Context: an optimization exercise on an open-source flow, tuned for small area, a short achievable clock period and few clock cycles. The choices shown serve that exercise and are no tape-out recipe. The RTL was checked by simulation tests, not by an equivalence proof against the original design. No activity file was given, so power comes from the tool's default toggle rates.

Setup of run R:
==> flow/design.v (excerpt) <==
module decaying_tone_synth (
  input  logic                                clk,
  input  logic                                rst,
  input  logic                                in_valid,
  output logic                                in_ready,
  input  logic                                start_req,
  output logic                                out_valid,
  input  logic                                out_ready,
  output logic signed [dts_pkg::SAMPLE_W-1:0] sample,
  output logic                                done_res,
  input  logic                                cfg_valid,
  output logic                                cfg_ready,
  input  logic [dts_pkg::CFG_IDX_W-1:0]       cfg_index,
  input  logic [dts_pkg::CFG_DATA_W-1:0]      cfg_data
);
  logic                   accept;
  logic                   cfg_we;
  logic                   res_valid;
  logic                   res_done;
  logic [dts_pkg::Y_W-1:0] res_y;
  dts_ctrl u_ctrl (
    .clk       (clk),
    .rst       (rst),
    .in_valid  (in_valid),
    .in_ready  (in_ready),
    .out_valid (out_valid),
    .out_ready (out_ready),
    .cfg_valid (cfg_valid),
    .cfg_ready (cfg_ready),
    .accept    (accept),
    .cfg_we    (cfg_we),
    .res_valid (res_valid),
    .res_done  (res_done),
    .res_y     (res_y),
    .sample    (sample),
    .done_res  (done_res)
  );
  dts_datapath u_datapath (
    .clk       (clk),
    .rst       (rst),
    .accept    (accept),
    .start_req (start_req),
    .cfg_we    (cfg_we),
    .cfg_index (cfg_index),
    .cfg_data  (cfg_data),
    .res_valid (res_valid),
    .res_done  (res_done),
    .res_y     (res_y)
  );
endmodule
Settings: LEC_CHECK=0, CAP_MARGIN=60, CORE_MARGIN=2, CORE_UTILIZATION=25, PLACE_DENSITY=0.45, SLEW_MARGIN=60, SYNTH_MEMORY_MAX_BITS=16384; clock period 10.0 ns.
run.sh (not shown) runs the stock make flow with config.mk's settings and CLKGATE_MAP_FILE= SYNTH_SCRIPT=/design/flow/synth_recipe.tcl, a recipe that flattens the netlist after the stock synthesis.
Testbench counts of run R, summed over its fixed seeds: cycles 12,768.
> inputs changed (run R -> run E)
--- a/flow/design.v
+++ b/flow/design.v
@@ -304,92 +304,90 @@
   input  logic                         res_valid,
   input  logic                         res_done,
   input  logic [dts_pkg::Y_W-1:0]      res_y,
   output logic [dts_pkg::SAMPLE_W-1:0] sample,
   output logic                         done_res
 );
   localparam int CREDITS = dts_pkg::CREDITS;
   localparam int QDEPTH  = CREDITS - 1;
-  localparam int CNT_W   = $clog2(CREDITS + 1);
-  localparam int QCNT_W  = $clog2(QDEPTH + 1);
   localparam int ENTRY_W = dts_pkg::Y_W + 1;
   logic               pop;
   logic               full;
   logic               head_empty;
-  logic [CNT_W-1:0]   inflight;
-  logic [CNT_W-1:0]   inflight_next;
+  logic [CREDITS-1:0] inflight;
+  logic [CREDITS-1:0] inflight_next;
   assign pop       = !head_empty && out_ready;
   assign accept    = in_valid && !full;
   assign cfg_we    = cfg_valid;
   assign cfg_ready = 1'b1;
   always_comb begin
     inflight_next = inflight;
     if (accept && !pop) begin
-      inflight_next = inflight + CNT_W'(1);
+      inflight_next = {inflight[CREDITS-2:0], 1'b1};
     end else if (pop && !accept) begin
-      inflight_next = inflight - CNT_W'(1);
+      inflight_next = {1'b0, inflight[CREDITS-1:1]};
     end
   end
   always_ff @(posedge clk) begin
     if (rst) begin
       inflight <= '0;
       in_ready <= 1'b1;
       full     <= 1'b0;
     end else begin
       inflight <= inflight_next;
-      in_ready <= inflight_next < CNT_W'(CREDITS);
-      full     <= inflight_next == CNT_W'(CREDITS);
+      in_ready <= !inflight_next[CREDITS-1];
+      full     <= inflight_next[CREDITS-1];
     end
   end
   logic [ENTRY_W-1:0] mem [QDEPTH];
   logic [QDEPTH-1:0]  wr_ptr;
   logic [QDEPTH-1:0]  rd_ptr;
-  logic [QCNT_W-1:0]  qcount;
+  logic [QDEPTH-1:0]  qcount;
   logic               head_free;
   logic [ENTRY_W-1:0] mem_rd;
   logic [ENTRY_W-1:0] head_next;
   assign head_free = head_empty || out_ready;
   always_comb begin
     mem_rd = '0;
     for (int i = 0; i < QDEPTH; i++) begin
       if (rd_ptr[i]) mem_rd = mem_rd | mem[i];
     end
-    head_next = (qcount != '0) ? mem_rd : {res_done, res_y};
+    head_next = qcount[0] ? mem_rd : {res_done, res_y};
   end
   always_ff @(posedge clk) begin
     for (int i = 0; i < QDEPTH; i++) begin
       if (res_valid && wr_ptr[i]) mem[i] <= {res_done, res_y};
     end
   end
   always_ff @(posedge clk) begin
     if (rst) begin
-      wr_ptr    <= QDEPTH'(1);
-      rd_ptr    <= QDEPTH'(1);
+      wr_ptr     <= QDEPTH'(1);
+      rd_ptr     <= QDEPTH'(1);
       qcount     <= '0;
       out_valid  <= 1'b0;
       head_empty <= 1'b1;
     end else begin
       if (res_valid) begin
         wr_ptr <= {wr_ptr[QDEPTH-2:0], wr_ptr[QDEPTH-1]};
       end
       if (head_free) begin
-        if (qcount != '0 || res_valid) begin
+        if (qcount[0] || res_valid) begin
           rd_ptr     <= {rd_ptr[QDEPTH-2:0], rd_ptr[QDEPTH-1]};
           out_valid  <= 1'b1;
           head_empty <= 1'b0;
         end else begin
           out_valid  <= 1'b0;
           head_empty <= 1'b1;
         end
-        if (qcount != '0 && !res_valid) begin
-          qcount <= qcount - QCNT_W'(1);
+        if (!res_valid) begin
+          qcount <= {1'b0, qcount[QDEPTH-1:1]};
         end
       end else if (res_valid) begin
-        qcount <= qcount + QCNT_W'(1);
+        qcount <= {qcount[QDEPTH-2:0], 1'b1};
       end
     end
   end
   always_ff @(posedge clk) begin
     if (head_free) begin
       done_res <= head_next[ENTRY_W-1];
       sample   <= {head_next[ENTRY_W-2], head_next[ENTRY_W-2:0]};
     end
@@ -1113,23 +1111,27 @@
     s2_r2   <= {1'b0, 1'b0, mx_237, 1'b1, mx_545, mx_541, mx_537, mx_533, mx_529, mx_525, mx_521, mx_517, mx_513, mx_509, mx_505, mx_501, mx_497, mx_493, mx_489, mx_485, mx_481, mx_477, mx_473, mx_469, mx_465, mx_461, mx_17, mx_11, mx_5, 1'b0};
     s2_start <= s1_start;
   end
   logic [dts_pkg::ENV_W-1:0] envelope_level;
   logic [dts_pkg::ENV_W-1:0] env;
   logic [dts_pkg::ENV_W:0]   env_diff;
   logic [dts_pkg::ENV_W-1:0] env_dec;
   assign env      = s2_start ? dts_pkg::ENV_FULL : envelope_level;
-  assign env_diff = {1'b0, env} - {1'b0, envelope_step};
+  assign env_diff = {1'b0, envelope_level} - {1'b0, envelope_step};
   assign env_dec  = env_diff[dts_pkg::ENV_W] ? '0 : env_diff[dts_pkg::ENV_W-1:0];
   always_ff @(posedge clk) begin
     if (rst) begin
       envelope_level <= '0;
     end else if (s2_valid) begin
-      envelope_level <= s2_over ? env : env_dec;
+      if (s2_start) begin
+        envelope_level <= s2_over ? dts_pkg::ENV_FULL : ~envelope_step;
+      end else if (!s2_over) begin
+        envelope_level <= env_dec;
+      end
     end
   end
   logic [29:0] mix;
   logic [18:0] eb;
   logic [8:0]  bneg, bone, btwo;
   assign mix = s2_r0 + s2_r1 + s2_r2;
   assign eb  = {2'b00, env, 1'b0};
   always_comb begin
--- outcome ---
Number of global-route vias before repair: run E vs run R down 1.4%. NOTE: global-route usage in run E falls short of that of run R. Multi-input combinational cell count: lower on run E. u_datapath.sample_index[17]$_SDFFE_PP0P_ as the worst setup path endpoint was reported by run E, and u_datapath.s1_y[6]$_DFF_P_ by run R. Compared with run R, run E shows non-clock buffer count that has gone down by more than 10%. Re total number of tap cells: run E and run R aren't equal, and the lower value belongs to run E. Of run E and run R, it is run E that has the higher path depth of the worst reg2reg path. Compared to run R, run E reaches a lower achievable clock. Run E vs run R, sequential fraction of total cell area went up by 0.64 points. Portion of total power attributed to combinational logic (lower): run E. Compared with run R, run E shows a lower met3 demand-to-capacity share in global routing. Of run E and run R, run R shows the higher via count, with run E below it. Summary: total power, run E better than run R. Relative to run R, worst setup slack decreased by 0.49 ns in run E.
Testbench counts of run E, summed over its fixed seeds: cycles 12,768.

========
Another version of the RTL of decaying_tone_synth (not shown whole).
For scale: about 580 flip-flops, roughly 60 I/O pins, about 46,000 µm² of cells after synthesis.
==> module dts_ctrl, before the edit <==
module dts_ctrl (
  input  logic                         clk,
  input  logic                         rst,
  input  logic                         in_valid,
  output logic                         in_ready,
  output logic                         out_valid,
  input  logic                         out_ready,
  input  logic                         cfg_valid,
  output logic                         cfg_ready,
  output logic                         accept,
  output logic                         cfg_we,
  input  logic                         res_valid,
  input  logic                         res_done,
  input  logic [dts_pkg::Y_W-1:0]      res_y,
  output logic [dts_pkg::SAMPLE_W-1:0] sample,
  output logic                         done_res
);
  localparam int CREDITS = dts_pkg::CREDITS;
  localparam int QDEPTH  = CREDITS - 1;
  localparam int ENTRY_W = dts_pkg::Y_W;
  localparam logic [ENTRY_W-1:0] DONE_CODE = {1'b1, {(ENTRY_W-1){1'b0}}};
  logic               pop;
  logic               full;
  logic               head_empty;
  logic [CREDITS-1:0] inflight;
  logic [CREDITS-1:0] inflight_next;
  assign pop       = !head_empty && out_ready;
  assign accept    = in_valid && !full;
  assign cfg_we    = cfg_valid;
  assign cfg_ready = 1'b1;
  always_comb begin
    inflight_next = inflight;
    if (accept && !pop) begin
      inflight_next = {inflight[CREDITS-2:0], 1'b1};
    end else if (pop && !accept) begin
      inflight_next = {1'b0, inflight[CREDITS-1:1]};
    end
  end
  always_ff @(posedge clk) begin
    if (rst) begin
      inflight <= '0;
      in_ready <= 1'b1;
      full     <= 1'b0;
    end else begin
      inflight <= inflight_next;
      in_ready <= !inflight_next[CREDITS-1];
      full     <= inflight_next[CREDITS-1];
    end
  end
  logic [ENTRY_W-1:0] mem [QDEPTH];
  logic [QDEPTH-1:0]  wr_ptr;
  logic [QDEPTH-1:0]  rd_ptr;
  logic [QDEPTH-1:0]  qcount;
  logic               head_free;
  logic [ENTRY_W-1:0] mem_rd;
  logic [ENTRY_W-1:0] head_y;
  logic               head_done;
  assign head_free = head_empty || out_ready;
  always_comb begin
    mem_rd = '0;
    for (int i = 0; i < QDEPTH; i++) begin
      if (rd_ptr[i]) mem_rd = mem_rd | mem[i];
    end
    if (qcount[0]) begin
      head_done = mem_rd == DONE_CODE;
      head_y    = head_done ? '0 : mem_rd;
    end else begin
      head_done = res_done;
      head_y    = res_y;
    end
  end
  always_ff @(posedge clk) begin
    for (int i = 0; i < QDEPTH; i++) begin
      if (res_valid && wr_ptr[i]) mem[i] <= res_done ? DONE_CODE : res_y;
    end
  end
  always_ff @(posedge clk) begin
    if (rst) begin
      wr_ptr     <= QDEPTH'(1);
      rd_ptr     <= QDEPTH'(1);
      qcount     <= '0;
      out_valid  <= 1'b0;
      head_empty <= 1'b1;
    end else begin
      if (res_valid) begin
        wr_ptr <= {wr_ptr[QDEPTH-2:0], wr_ptr[QDEPTH-1]};
      end
      if (head_free) begin
        if (qcount[0] || res_valid) begin
          rd_ptr     <= {rd_ptr[QDEPTH-2:0], rd_ptr[QDEPTH-1]};
          out_valid  <= 1'b1;
          head_empty <= 1'b0;
        end else begin
          out_valid  <= 1'b0;
          head_empty <= 1'b1;
        end
        if (!res_valid) begin
          qcount <= {1'b0, qcount[QDEPTH-1:1]};
        end
      end else if (res_valid) begin
        qcount <= {qcount[QDEPTH-2:0], 1'b1};
      end
    end
  end
  always_ff @(posedge clk) begin
    if (head_free) begin
      done_res <= head_done;
      sample   <= {head_y[ENTRY_W-1], head_y};
    end
  end
endmodule
==> flow/config.mk <==
export PLATFORM = sky130hd
export DESIGN_NAME = decaying_tone_synth
export DESIGN_NICKNAME = decaying_tone_synth
export VERILOG_FILES = /design/flow/design.v
export SDC_FILE = /design/flow/constraint.sdc
export NUM_CORES = 4
export LEC_CHECK = 0
export CAP_MARGIN = 60
export CORE_MARGIN = 2
export CORE_UTILIZATION = 25
export PLACE_DENSITY = 0.45
export SLEW_MARGIN = 60
export SYNTH_MEMORY_MAX_BITS = 16384
==> flow/constraint.sdc <==
create_clock -name core_clock -period 10.0 [get_ports {clk}]
set_input_delay 2.0000 -clock core_clock [delete_from_list [all_inputs] [get_ports {clk}]]
set_output_delay 2.0000 -clock core_clock [all_outputs]
set_load 0.01 [all_outputs]
Testbench counts at the start, summed over its fixed seeds: cycles 12,816.
Edit:
--- a/flow/design.v
+++ b/flow/design.v
@@ -308,10 +308,9 @@
   output logic                         done_res
 );
   localparam int CREDITS = dts_pkg::CREDITS;
   localparam int QDEPTH  = CREDITS - 1;
-  localparam int ENTRY_W = dts_pkg::Y_W;
-  localparam logic [ENTRY_W-1:0] DONE_CODE = {1'b1, {(ENTRY_W-1){1'b0}}};
+  localparam int ENTRY_W = dts_pkg::Y_W + 1;
   logic               pop;
   logic               full;
   logic               head_empty;
   logic [CREDITS-1:0] inflight;
@@ -344,27 +343,20 @@
   logic [QDEPTH-1:0]  rd_ptr;
   logic [QDEPTH-1:0]  qcount;
   logic               head_free;
   logic [ENTRY_W-1:0] mem_rd;
-  logic [ENTRY_W-1:0] head_y;
-  logic               head_done;
+  logic [ENTRY_W-1:0] head_next;
   assign head_free = head_empty || out_ready;
   always_comb begin
     mem_rd = '0;
     for (int i = 0; i < QDEPTH; i++) begin
       if (rd_ptr[i]) mem_rd = mem_rd | mem[i];
     end
-    if (qcount[0]) begin
-      head_done = mem_rd == DONE_CODE;
-      head_y    = head_done ? '0 : mem_rd;
-    end else begin
-      head_done = res_done;
-      head_y    = res_y;
-    end
+    head_next = qcount[0] ? mem_rd : {res_done, res_y};
   end
   always_ff @(posedge clk) begin
     for (int i = 0; i < QDEPTH; i++) begin
-      if (res_valid && wr_ptr[i]) mem[i] <= res_done ? DONE_CODE : res_y;
+      if (res_valid && wr_ptr[i]) mem[i] <= {res_done, res_y};
     end
   end
   always_ff @(posedge clk) begin
     if (rst) begin
@@ -395,10 +387,10 @@
     end
   end
   always_ff @(posedge clk) begin
     if (head_free) begin
-      done_res <= head_done;
-      sample   <= {head_y[ENTRY_W-1], head_y};
+      done_res <= head_next[ENTRY_W-1];
+      sample   <= {head_next[ENTRY_W-2], head_next[ENTRY_W-2:0]};
     end
   end
 endmodule
 `timescale 1ns / 1ps
What happened:
- The changed run finished with timing, DRC and antenna clean
- synthesized area grows by about 1%
- sequential share of layout area goes up by 0.19 points
- setup slack gains 0.22 ns
- design area goes up by about 0.7%
- register-to-register slack improved by 0.22 ns
- core utilization decreases by 0.14 points
- wire length is about the same
- combinational power is lower by 21%
- synthesized cell count came out higher by about 0.8%
- first-iteration DRC count came out lower by about 1.4%
- worst hold slack hardly moves
- total power went down by 15%
- die area increases by 0.99%
- final cell count came out higher by about 1%
Testbench counts after the change, summed over its fixed seeds: cycles 12,816.

========
decaying_tone_synth again, from the RTL that the note above started with.
clock: 10.0 ns
lec_check: 0
cap_margin: 60
core_margin: 2
core_utilization: 25
place_density: 0.45
slew_margin: 60
synth_memory_max_bits: 16384
standard.sh (not shown) runs the stock make flow with config.mk's settings and CLKGATE_MAP_FILE= SYNTH_SCRIPT=/design/flow/synth_recipe.tcl, a recipe that flattens the netlist after the stock synthesis.
==> flow/flow/run.sh <==
#!/bin/bash
set -euo pipefail
sed 's/"\${@:-finish}"/SETUP_SLACK_MARGIN=6.9 "${@:-finish}"/' standard.sh > standard_margin.sh
grep -q 'SETUP_SLACK_MARGIN=6.9' standard_margin.sh
bash standard_margin.sh > flow_make.log 2>&1
Testbench counts at the start, summed over its fixed seeds: cycles 12,816.
Rerun with:
--- a/flow/design.v
+++ b/flow/design.v
@@ -14,17 +14,17 @@
   localparam logic [FREQ_W-1:0]  FREQ_RST   = 15'd500;
   localparam logic [PSTEP_W-1:0] PSTEP_RST  = 32'd48695733;
   localparam logic [COUNT_W-1:0] COUNT_RST  = 20'd4410;
   localparam logic [ESTEP_W-1:0] ESTEP_RST  = 16'd15;
   localparam logic [FREQ_W-1:0]  HALF_ENABLE_HZ = 15'd200;
   localparam logic [ENV_W-1:0]   ENV_FULL       = 16'hFFFF;
   localparam int                 GAIN_MAIN      = 9830;
   localparam int                 GAIN_HALF      = 3277;
-  localparam int CREDITS     = 8;
+  localparam int CREDITS     = 7;
 endpackage
 `timescale 1ns / 1ps
 module dts_sine_rom (
   input  logic [8:0]  j,
   output logic [14:0] m
 );
   always_comb begin
     case (j)
@@ -430,38 +430,28 @@
       case (cfg_index)
         2'd0: half_en       <= cfg_data[dts_pkg::FREQ_W-1:0] > dts_pkg::HALF_ENABLE_HZ;
         2'd1: phase_step    <= cfg_data[dts_pkg::PSTEP_W-1:0];
         2'd2: sample_count  <= cfg_data[dts_pkg::COUNT_W-1:0];
         default: envelope_step <= cfg_data[dts_pkg::ESTEP_W-1:0];
       endcase
     end
   end
-  logic                          req;
-  logic                          req_start;
-  always_ff @(posedge clk) begin
-    if (rst) begin
-      req <= 1'b0;
-    end else begin
-      req <= accept;
-    end
-    req_start <= start_req;
-  end
   logic                          over_run;
   logic                          count_zero;
   logic                          over;
   assign over_run   = sample_index >= sample_count;
   assign count_zero = sample_count == '0;
-  assign over       = req_start ? count_zero : over_run;
+  assign over       = start_req ? count_zero : over_run;
   always_ff @(posedge clk) begin
     if (rst) begin
       sample_index   <= dts_pkg::COUNT_RST;
       phase_acc      <= '0;
-    end else if (req) begin
-      if (req_start) begin
+    end else if (accept) begin
+      if (start_req) begin
         if (count_zero) begin
           sample_index   <= '0;
           phase_acc      <= '0;
         end else begin
           sample_index   <= dts_pkg::COUNT_W'(1);
           phase_acc      <= {1'b0, phase_step};
         end
       end else if (!over_run) begin
@@ -476,24 +466,24 @@
   logic                      s0_ms, s0_hs;
   logic                      s0_start;
   assign j_main = phase_acc[30] ? (9'd256 - {1'b0, phase_acc[29:22]}) : {1'b0, phase_acc[29:22]};
   assign j_half = phase_acc[31] ? (9'd256 - {1'b0, phase_acc[30:23]}) : {1'b0, phase_acc[30:23]};
   always_ff @(posedge clk) begin
     if (rst) begin
       s0_valid <= 1'b0;
     end else begin
-      s0_valid <= req;
+      s0_valid <= accept;
     end
     s0_over <= over;
-    s0_jm   <= req_start ? '0 : j_main;
-    s0_ms   <= phase_acc[31] && !req_start;
-    s0_jh   <= (req_start || !half_en) ? '0 : j_half;
-    s0_hs   <= phase_acc[32] && !req_start && half_en;
-    s0_start <= req_start;
+    s0_jm   <= start_req ? '0 : j_main;
+    s0_ms   <= phase_acc[31] && !start_req;
+    s0_jh   <= (start_req || !half_en) ? '0 : j_half;
+    s0_hs   <= phase_acc[32] && !start_req && half_en;
+    s0_start <= start_req;
   end
   logic [14:0] rom_main_m, rom_half_m;
   dts_sine_rom u_rom_main (
     .j (s0_jm),
     .m (rom_main_m)
   );
   dts_sine_rom u_rom_half (
     .j (s0_jh),
After rerunning: Count of clock-buffer cells in the layout went up by 5. Routed wire length went down by 3.6%. Fmax went down by 5.2%. First-iteration DRC count went up by 1.7%. Register-to-register slack gets worse by 0.18 ns. Final cell count went down by 2.7%. Non-clock buffer count went down by 14. Sequential cell count went down by 21. Die area went down by 2.6%. Setup slack gets worse by 0.18 ns. Global-route usage went up by 0.16 points.
Testbench counts after the change, summed over its fixed seeds: cycles 12,768.

[separate check: timing with driven ports]
The flow's constraints put no driver on any port. The routed layouts listed below were extracted and timed again, unchanged, in two steps. Step 1 sets driving cells, clkbuf_16 on the clock port and buf_2 on the other inputs (assumed; they add their load-dependent delay and slew). Step 2 moves the port delays by t, midway between the first and last clock arrival at a register: inputs arrive t later, outputs are due t later. That takes back most of the time a late clock gives input paths. Three values: no drivers, after step 1, after step 2; two values: the first two.
run	shift t [ns]	slack for setup (ns)	worst setup path at the end
run R	0.744	6.005 / 6.005 / 5.564	input to register
run E	0.736	5.516 / 5.560 / 4.824	input to register
the first run of note 2	0.707	6.139 / 6.139 / 6.139	register to register
the second run of note 2	0.705	6.361 / 6.361 / 6.137	input to register
the first run of note 3	0.700	6.763 / 6.710 / 6.348	input to register
the second run of note 3	0.710	6.586 / 6.586 / 6.290	input to register
After both steps setup and hold are still met in every run listed. For run E, which loses most, drivers alone change the setup slack by +0.044 ns; drivers and shift together by -0.692 ns.
